What follows belongs to an exercise in optimizing a design on an open flow for small area, a short achievable clock period and few clock cycles; a production flow would make more cautious choices. The RTL of this run was laid out without a check of its function.

### run.sh
#!/bin/bash
# synth_recipe.tcl (not shown) runs the flow's synth.tcl, then flattens the netlist and writes it again
# the make line also repeats each setting of config.mk as NAME=value (left out here)
make -C /OpenROAD-flow-scripts/flow DESIGN_CONFIG=/design/flow/config.mk WORK_HOME=/design/flow/orfs CLKGATE_MAP_FILE= SYNTH_SCRIPT=/design/flow/synth_recipe.tcl finish
### constraint.sdc
create_clock -name core_clock -period 8.0 [get_ports {clk_i}]
set_input_delay 1.6000 -clock core_clock [delete_from_list [all_inputs] [get_ports {clk_i}]]
set_output_delay 1.6000 -clock core_clock [all_outputs]
set_load 0.01 [all_outputs]
### config.mk
export PLATFORM = sky130hd
export DESIGN_NAME = md_slow_top
export DESIGN_NICKNAME = md_slow_top
export VERILOG_FILES = /design/flow/design.v
export SDC_FILE = /design/flow/constraint.sdc
export NUM_CORES = 4
export LEC_CHECK = 0
export CAP_MARGIN = 20
export CORE_MARGIN = 2
export CORE_UTILIZATION = 35
export SETUP_SLACK_MARGIN = 0.5
export SLEW_MARGIN = 20
### design.v
`timescale 1ns/1ps
`default_nettype none
module md_slow_top (
	input  logic        clk_i,
	input  logic        rst_ni,
	input  logic        mult_en_i,
	input  logic        div_en_i,
	input  logic [1:0]  operator_i,
	input  logic [1:0]  signed_mode_i,
	input  logic [31:0] op_a_i,
	input  logic [31:0] op_b_i,
	output logic [31:0] result_o,
	output logic        valid_o
);
	localparam logic [1:0] S_IDLE = 2'd0;
	localparam logic [1:0] S_PREP = 2'd1;
	localparam logic [1:0] S_ITER = 2'd2;
	localparam logic [1:0] S_DONE = 2'd3;
	logic [1:0]  st_q, st_d;
	logic [3:0]  cnt_q, cnt_d;
	logic [35:0] r_q, r_d;      
	logic [31:0] l_q, l_d;      
	logic [32:0] d_q, d_d;      
	logic        neg_q, neg_d;  
	logic        bext_q, bext_d;  
	logic en;
	logic is_div;
	logic is_mulh;
	assign en      = mult_en_i | div_en_i;
	assign is_div  = operator_i[1];
	assign is_mulh = (operator_i == 2'd1);
	logic        sign_a, sign_b;
	logic [31:0] abs_a, abs_b;
	logic        b_zero;
	assign sign_a = op_a_i[31] & signed_mode_i[0];
	assign sign_b = op_b_i[31] & signed_mode_i[1];
	assign abs_a  = sign_a ? (~op_a_i + 32'd1) : op_a_i;
	assign abs_b  = sign_b ? (~op_b_i + 32'd1) : op_b_i;
	assign b_zero = (op_b_i == 32'd0);
	logic [31:0] a_lz_src, b_lz_src;
	logic [5:0]  a_len, b_len;
	assign a_lz_src = sign_a ? ~op_a_i : op_a_i;
	assign b_lz_src = sign_b ? ~op_b_i : op_b_i;
	function automatic logic [5:0] bitlen(input logic [31:0] x);
		logic [5:0] n;
		n = 6'd0;
		for (int i = 0; i < 32; i++) begin
			if (x[i]) n = 6'(i + 1);
		end
		bitlen = n;
	endfunction
	assign a_len = bitlen(a_lz_src) + {5'd0, sign_a};
	assign b_len = bitlen(b_lz_src);
	logic [6:0] len_diff;
	logic       q_zero;
	logic [3:0] j0;
	assign len_diff = {1'b0, a_len} - {1'b0, b_len};
	assign q_zero   = len_diff[6];
	assign j0       = (len_diff[5:1] > 5'd15) ? 4'd15 : len_diff[4:1];
	logic [3:0] c0;
	logic [31:0] b_xs;
	assign b_xs = op_b_i ^ {32{op_b_i[31]}};
	always_comb begin
		c0 = 4'd7;
		for (int c = 6; c >= 0; c--) begin
			if ((b_xs >> (4*c+3)) == 32'd0) c0 = 4'(c);
		end
	end
	logic [36:0] bx;
	logic [4:0]  chunk;
	assign bx    = {{4{bext_q}}, l_q, 1'b0};
	always_comb begin
		chunk = 5'd0;
		for (int c = 0; c < 9; c++) begin
			if (cnt_q == 4'(c)) chunk = bx[4*c +: 5];
		end
	end
	function automatic logic [35:0] booth_pp(input logic [32:0] a, input logic [2:0] b);
		logic one, two, neg;
		logic [35:0] sel;
		one = b[1] ^ b[0];
		two = (b[2] & ~b[1] & ~b[0]) | (~b[2] & b[1] & b[0]);
		neg = b[2];
		sel = one ? {{3{a[32]}}, a} : (two ? {{2{a[32]}}, a, 1'b0} : 36'd0);
		booth_pp = neg ? ~sel : sel;
	endfunction
	logic [35:0] pp_hi, pp_lo, acc_in, mul_sum;
	logic        neg_hi, neg_lo;
	assign pp_hi  = booth_pp(d_q, chunk[4:2]);
	assign pp_lo  = booth_pp(d_q, chunk[2:0]);
	assign neg_hi = chunk[4];
	assign neg_lo = chunk[2];
	assign acc_in = is_mulh ? {{4{r_q[35]}}, r_q[35:4]} : {r_q[31:0], 4'd0};
	assign mul_sum = acc_in + {pp_hi[33:0], 2'b0} + pp_lo + {33'd0, neg_hi, 1'b0, neg_lo};
	logic [33:0] t1, t2;
	logic [31:0] r1, r2;
	logic        q1, q2;
	assign t1 = {1'b0, r_q[31:0], l_q[31]} - {1'b0, d_q};
	assign q1 = ~t1[33];
	assign r1 = q1 ? t1[31:0] : {r_q[30:0], l_q[31]};
	assign t2 = {1'b0, r1, l_q[30]} - {1'b0, d_q};
	assign q2 = ~t2[33];
	assign r2 = q2 ? t2[31:0] : {r1[30:0], l_q[30]};
	logic [31:0] rot, rmask;
	logic [4:0]  rsh;
	assign rsh = {cnt_q, 1'b0};
	logic [31:0] x;
	always_comb begin
		x = {r_q[1:0], r_q[31:2]};
		if (rsh[1]) x = {x[1:0], x[31:2]};
		if (rsh[2]) x = {x[3:0], x[31:4]};
		if (rsh[3]) x = {x[7:0], x[31:8]};
		if (rsh[4]) x = {x[15:0], x[31:16]};
		rot = x;
		for (int i = 0; i < 32; i++) begin
			rmask[i] = (6'(i) < (6'd30 - {1'b0, rsh}));
		end
	end
	always_comb begin
		st_d   = st_q;
		cnt_d  = cnt_q;
		r_d    = r_q;
		l_d    = l_q;
		d_d    = d_q;
		neg_d  = neg_q;
		bext_d = bext_q;
		if (en) begin
			case (st_q)
				S_IDLE: begin
					if (!is_div) begin
						d_d    = {op_a_i[31] & signed_mode_i[0], op_a_i};
						l_d    = op_b_i;
						r_d    = '0;
						bext_d = sign_b;
						neg_d  = 1'b0;
						cnt_d  = is_mulh ? 4'd0 : c0;
						st_d   = S_ITER;
					end else begin
						d_d   = {1'b0, abs_b};
						r_d   = {4'd0, abs_a};
						l_d   = b_zero ? '1 : '0;
						neg_d = operator_i[0] ? sign_a : (sign_a ^ sign_b) & ~b_zero;
						cnt_d = j0;
						st_d  = (b_zero | q_zero) ? S_DONE : S_PREP;
					end
				end
				S_PREP: begin
					r_d  = {4'd0, rot & rmask};
					l_d  = rot & ~rmask;
					st_d = S_ITER;
				end
				S_ITER: begin
					if (!is_div) begin
						r_d = mul_sum;
						if (is_mulh) begin
							cnt_d = cnt_q + 4'd1;
							if (cnt_q == 4'd8) st_d = S_DONE;
						end else begin
							cnt_d = cnt_q - 4'd1;
							if (cnt_q == 4'd0) st_d = S_DONE;
						end
					end else begin
						r_d   = {4'd0, r2};
						l_d   = {l_q[29:0], q1, q2};
						cnt_d = cnt_q - 4'd1;
						if (cnt_q == 4'd0) st_d = S_DONE;
					end
				end
				default: begin
					st_d = S_IDLE;
				end
			endcase
		end
	end
	always_ff @(posedge clk_i or negedge rst_ni) begin
		if (!rst_ni) begin
			st_q <= S_IDLE;
		end else begin
			st_q <= st_d;
		end
	end
	always_ff @(posedge clk_i) begin
		cnt_q  <= cnt_d;
		r_q    <= r_d;
		l_q    <= l_d;
		d_q    <= d_d;
		neg_q  <= neg_d;
		bext_q <= bext_d;
	end
	logic [31:0] res_x;
	assign res_x    = (operator_i == 2'd2) ? l_q : r_q[31:0];
	assign result_o = neg_q ? (~res_x + 32'd1) : res_x;
	assign valid_o  = (st_q == S_DONE);
endmodule
`default_nettype wire
==> run summary <==
layer usage:
| metal | vias up | GRT usage, % | part of all wire, % |
|---|---|---|---|
| met5 | - | 0 | 0.010 |
| met4 | 2 | 11.5 | 4.2 |
| met3 | 148 | 4.35 | 8.9 |
| met2 | 1128 | 42.7 | 42 |
| met1 | 10297 | 42.0 | 45 |
| li1 | 9975 | - | - |
stage by stage:
step / util, % / std cells / worst slack, ns / instance area, sq um
2_1_floorplan: - / 2772 / 0.534 / 20400
3_3_place_gp: 38.6 / 3517 / 0.346 / 22300
3_5_place_dp: 38.6 / 3517 / 0.315 / 22300
4_1_cts: 39.2 / 3533 / 0.502 / 22600
5_1_grt: 39.5 / 3541 / 0.491 / 22800
6_report: 39.5 / 3541 / 0.813 / 22800
placed cells by master, fill, tap and decap left out, types with 9 or more instances in the layout:
cell type and instances:
sky130_fd_sc_hd__a211o_1 10, sky130_fd_sc_hd__a211oi_1 9, sky130_fd_sc_hd__a21o_1 60, sky130_fd_sc_hd__a21oi_1 226, sky130_fd_sc_hd__a221o_1 11, sky130_fd_sc_hd__a221oi_1 11
sky130_fd_sc_hd__a22oi_1 60, sky130_fd_sc_hd__a31oi_1 31, sky130_fd_sc_hd__and2_1 15, sky130_fd_sc_hd__and3_1 21, sky130_fd_sc_hd__buf_4 84, sky130_fd_sc_hd__clkbuf_16 9
sky130_fd_sc_hd__clkdlybuf4s50_1 102, sky130_fd_sc_hd__edfxtp_1 107, sky130_fd_sc_hd__fa_1 38, sky130_fd_sc_hd__ha_1 148, sky130_fd_sc_hd__inv_1 111, sky130_fd_sc_hd__mux2_2 42
sky130_fd_sc_hd__mux2i_1 83, sky130_fd_sc_hd__nand2_1 307, sky130_fd_sc_hd__nand2b_1 32, sky130_fd_sc_hd__nand3_1 62, sky130_fd_sc_hd__nand4_1 19, sky130_fd_sc_hd__nor2_1 325
sky130_fd_sc_hd__nor2b_1 30, sky130_fd_sc_hd__nor3_1 70, sky130_fd_sc_hd__o211ai_1 27, sky130_fd_sc_hd__o21a_1 20, sky130_fd_sc_hd__o21ai_0 159, sky130_fd_sc_hd__o21ai_1 15
sky130_fd_sc_hd__o21bai_1 13, sky130_fd_sc_hd__o221ai_1 33, sky130_fd_sc_hd__o22ai_1 25, sky130_fd_sc_hd__o31ai_1 20, sky130_fd_sc_hd__or3_1 27, sky130_fd_sc_hd__xnor2_1 172
sky130_fd_sc_hd__xor2_1 77
worst paths after layout:
kind,end
max in group asynchronous,st_q[0]
setup reg to reg,r_q[5]
hold reg to reg,st_q[1]
hold / removal,st_q[1]
min in group asynchronous,st_q[1]
setup / recovery,r_q[5]
worst max-delay path, stage by stage, from the launching register on:
cell,delay [ns]
sky130_fd_sc_hd__edfxtp_1,0.55
sky130_fd_sc_hd__inv_1,0.19
sky130_fd_sc_hd__ha_1,0.30
sky130_fd_sc_hd__nor2b_1,0.13
sky130_fd_sc_hd__o21ai_0,0.25
sky130_fd_sc_hd__a21boi_1,0.19
sky130_fd_sc_hd__o211ai_1,0.20
sky130_fd_sc_hd__o31ai_1,0.10
sky130_fd_sc_hd__buf_4,0.17
sky130_fd_sc_hd__o21ai_1,0.21
sky130_fd_sc_hd__a21o_1,0.18
sky130_fd_sc_hd__and2_4,0.28
sky130_fd_sc_hd__mux2_2,0.40
sky130_fd_sc_hd__ha_1,0.43
sky130_fd_sc_hd__and4_1,0.31
sky130_fd_sc_hd__or3b_1,0.34
sky130_fd_sc_hd__or3_1,0.38
sky130_fd_sc_hd__a211oi_2,0.26
sky130_fd_sc_hd__nor2_1,0.18
sky130_fd_sc_hd__a22oi_4,0.26
sky130_fd_sc_hd__a2111oi_4,0.15
sky130_fd_sc_hd__o31ai_4,0.38
sky130_fd_sc_hd__buf_12,0.26
sky130_fd_sc_hd__mux2_2,0.43
sky130_fd_sc_hd__a221o_1,0.37
final cells by class:
type | instances | area (sq um)
clock buffer | 10 | 229
timing repair buffer | 192 | 1730
inverter | 117 | 443
sequential | 109 | 3260
multi-input combinational | 2342 | 16100
fill | 6051 | 34900
tap | 765 | 957
clock inverter | 6 | 103
registers in the layout, summed over array words and instances (netlist names):
name,cells
bext_q,1
cnt_q,4
d_q,33
l_q,32
neg_q,1
r_q,36
st_q,2
cell families (layout without fill, tap and decap cells):
family                   after synthesis  after routing
AO/OA/AOI/OAI                        805            805
adder cells (fa/ha/maj)              190            190
XOR/XNOR                             251            252
AND/OR/NAND/NOR                      962            962
buffers and inverters                322            325
multiplexers                         133            133
flip-flops                           109            109
what timing repair did:
action                                  in CTS  in global routing
endpoints found under the setup margin      13                 36
buffers inserted                             0                  7
pin swaps                                    1                  1
resized for setup                            5                 28
cloned                                       0                  1
==> impl_summary.log <==
INFO  metric r2r_setup_slack = 0.81 ns
INFO  metric antenna_left = 0
INFO  metric clock_tree.buffer_depth = 2
INFO  metric area_delta_synth_final = 11.6%
INFO  metric r2r_cells = 24
INFO  metric detailed_place_hpwl = 71,300 microns
INFO  metric vias_after_detailed_routing = 21,550
INFO  metric fin_setup_tns = 0 ns
INFO  metric slew_violations = 0
INFO  metric core.rowCount = about 90
INFO  metric wl_per_cell = 25.1 microns
INFO  metric syn_nets = 3,033
INFO  metric required_time_reported_for_the_critical_path_endpoint = 8.17 ns
INFO  metric synth.lib_cells_used.distinct = 95
INFO  metric synth-seq-area-share = between 10% and 20%
INFO  metric synthTopCellsByArea = sky130_fd_sc_hd__edfxtp_1 (16%), sky130_fd_sc_hd__ha_1 (9.2%), sky130_fd_sc_hd__xnor2_1 (7.4%)
INFO  metric synth_compound_gate_area_share = 25.6%
INFO  metric grt_overflow = 0
INFO  metric finalCriticalPeriod = 7.19 ns
INFO  metric async_flop_share = 1.83%
INFO  metric drt_iter0_drc = 2,824
INFO  metric timing.hold.worst.class = reg -> reg
INFO  metric muxShareOfSynthArea = 7.04%
INFO  metric grt_pass1_vias = 20,201
INFO  metric antennaDiodeCount = 0
INFO  metric rsz0062_at_grt = no
INFO  metric synth_top_area_share = 15.7%
INFO  metric final_min_period_over_clock_period = approximately 90%
INFO  metric pin_count = between 100 and 150
INFO  metric synth.top_cells.by_count = sky130_fd_sc_hd__nor2_1 (328), sky130_fd_sc_hd__nand2_1 (308), sky130_fd_sc_hd__a21oi_1 (226)
INFO  metric setup_viol = 0
INFO  metric track_usage = 29.0%
INFO  metric hold_viol = 0
INFO  metric crit_path_start_kind = flop
INFO  metric core = 57,700 sq um
INFO  metric clock_tree_from_tritoncts = yes
INFO  metric grt_antenna_before_repair = 1
INFO  metric worst_ep_arrival_time = 7.35 ns
INFO  metric synth_seq_cells = 109
INFO  metric worst_slew_margin_rel = between 20 and 30%
INFO  metric grt_max_degree = 82
INFO  metric cts_hold_buf = 0
INFO  metric startpoint = d_q[1]
INFO  metric per_cell_via_count_in_the_routed_design = 6.09
INFO  metric synth-adder-area-share = a little over an eighth
INFO  metric clock.fmax = 139 MHz
INFO  metric routability_congestion_estimate_from_global_placement = 0.993
INFO  metric initial_utilization = between 30% and 40%
INFO  metric synthesis.area_per_instance = around 7.4 sq um
INFO  metric netlist_area_before_placement = between 20,000 and 25,000 sq um
INFO  metric chipWidth = around 250 microns
INFO  metric min_delay_path_depth = 2
INFO  metric dieArea = approximately 60,000 sq um
INFO  metric tightest_slew = between 1 and 1.5 ns
INFO  metric synth-xor-area-share = 10.8%
INFO  metric first_pass_grt_wire_length = 131,000 microns
INFO  metric clk_sink_count = 109
INFO  metric synthMostInstantiatedCell = sky130_fd_sc_hd__nor2_1
INFO  metric routed_wirelength = between 80,000 and 90,000 microns
INFO  metric r2r_start = d_q[1]
INFO  metric fin_worst_hold_slack = 0.557 ns
INFO  metric numCtsBuffers = 9
INFO  metric worst-setup-path-type = reg -> reg
INFO  metric synthFlopType = sky130_fd_sc_hd__edfxtp_1
INFO  metric cp-end-kind = flop
INFO  metric combinational_family_with_the_most_area_after_synthesis = compound AO/OA/AOI/OAI gates
INFO  metric timing.hold.worst.start = st_q[1]
INFO  metric clockRootBuffer = sky130_fd_sc_hd__clkbuf_16
INFO  metric post_synth_and_or_nand_nor_area_fraction = a little over a fifth
INFO  metric number_of_violations_of_the_max_capacitance_limit = 0
INFO  metric crit_fanout = 29
INFO  metric drive_gt1_share = 7.42%
INFO  metric nNetsFinal = 3,032
INFO  metric h-tree-depth = 3
INFO  metric yosysWarningCount = 1
INFO  metric worst_skew_pair.late_latency = 0.40 ns
INFO  metric synthesis.instances = 2,772
INFO  metric drc = 0
INFO  metric drt_first_pass_iters = 5
INFO  metric io_buffers = ~100
INFO  metric clock-skew-final = 0.0251 ns
INFO  metric clk_pin_slew_worst_paths = approximately 0.1 ns
INFO  metric netlist.top_cell.by_area = sky130_fd_sc_hd__edfxtp_1
INFO  metric synth-edff-count = 107
INFO  metric die_h = about 250 microns
INFO  metric outcome = no timing/DRC/antenna violations

-- re-timing with driven ports --
No port has a modelled driver above. Below, the same layout with a new extraction and two added sets of constraints.
Step 1 (the two cells are an assumption about what drives the block):
set clk [get_ports {clk_i}]
set_driving_cell -lib_cell sky130_fd_sc_hd__clkbuf_16 $clk
set_driving_cell -lib_cell sky130_fd_sc_hd__buf_2 [delete_from_list [all_inputs] $clk]
Step 2 times the ports against the registers' clock, not the clock port: input delays grow and output delays shrink by t, the midpoint of the rising clock arrivals with the driver on.
Slacks: no drivers / after step 1 / after step 2; pairs: no drivers / after step 1.
t (ns): 0.448
setup WS [ns]: 0.813 / 0.813 / 0.743
hold slack, ns: 0.557 / 0.557 / 0.557
After both steps this run still meets setup and hold. The setup slack of this run moves by 0.000 ns with the drivers and by -0.070 ns with both steps.
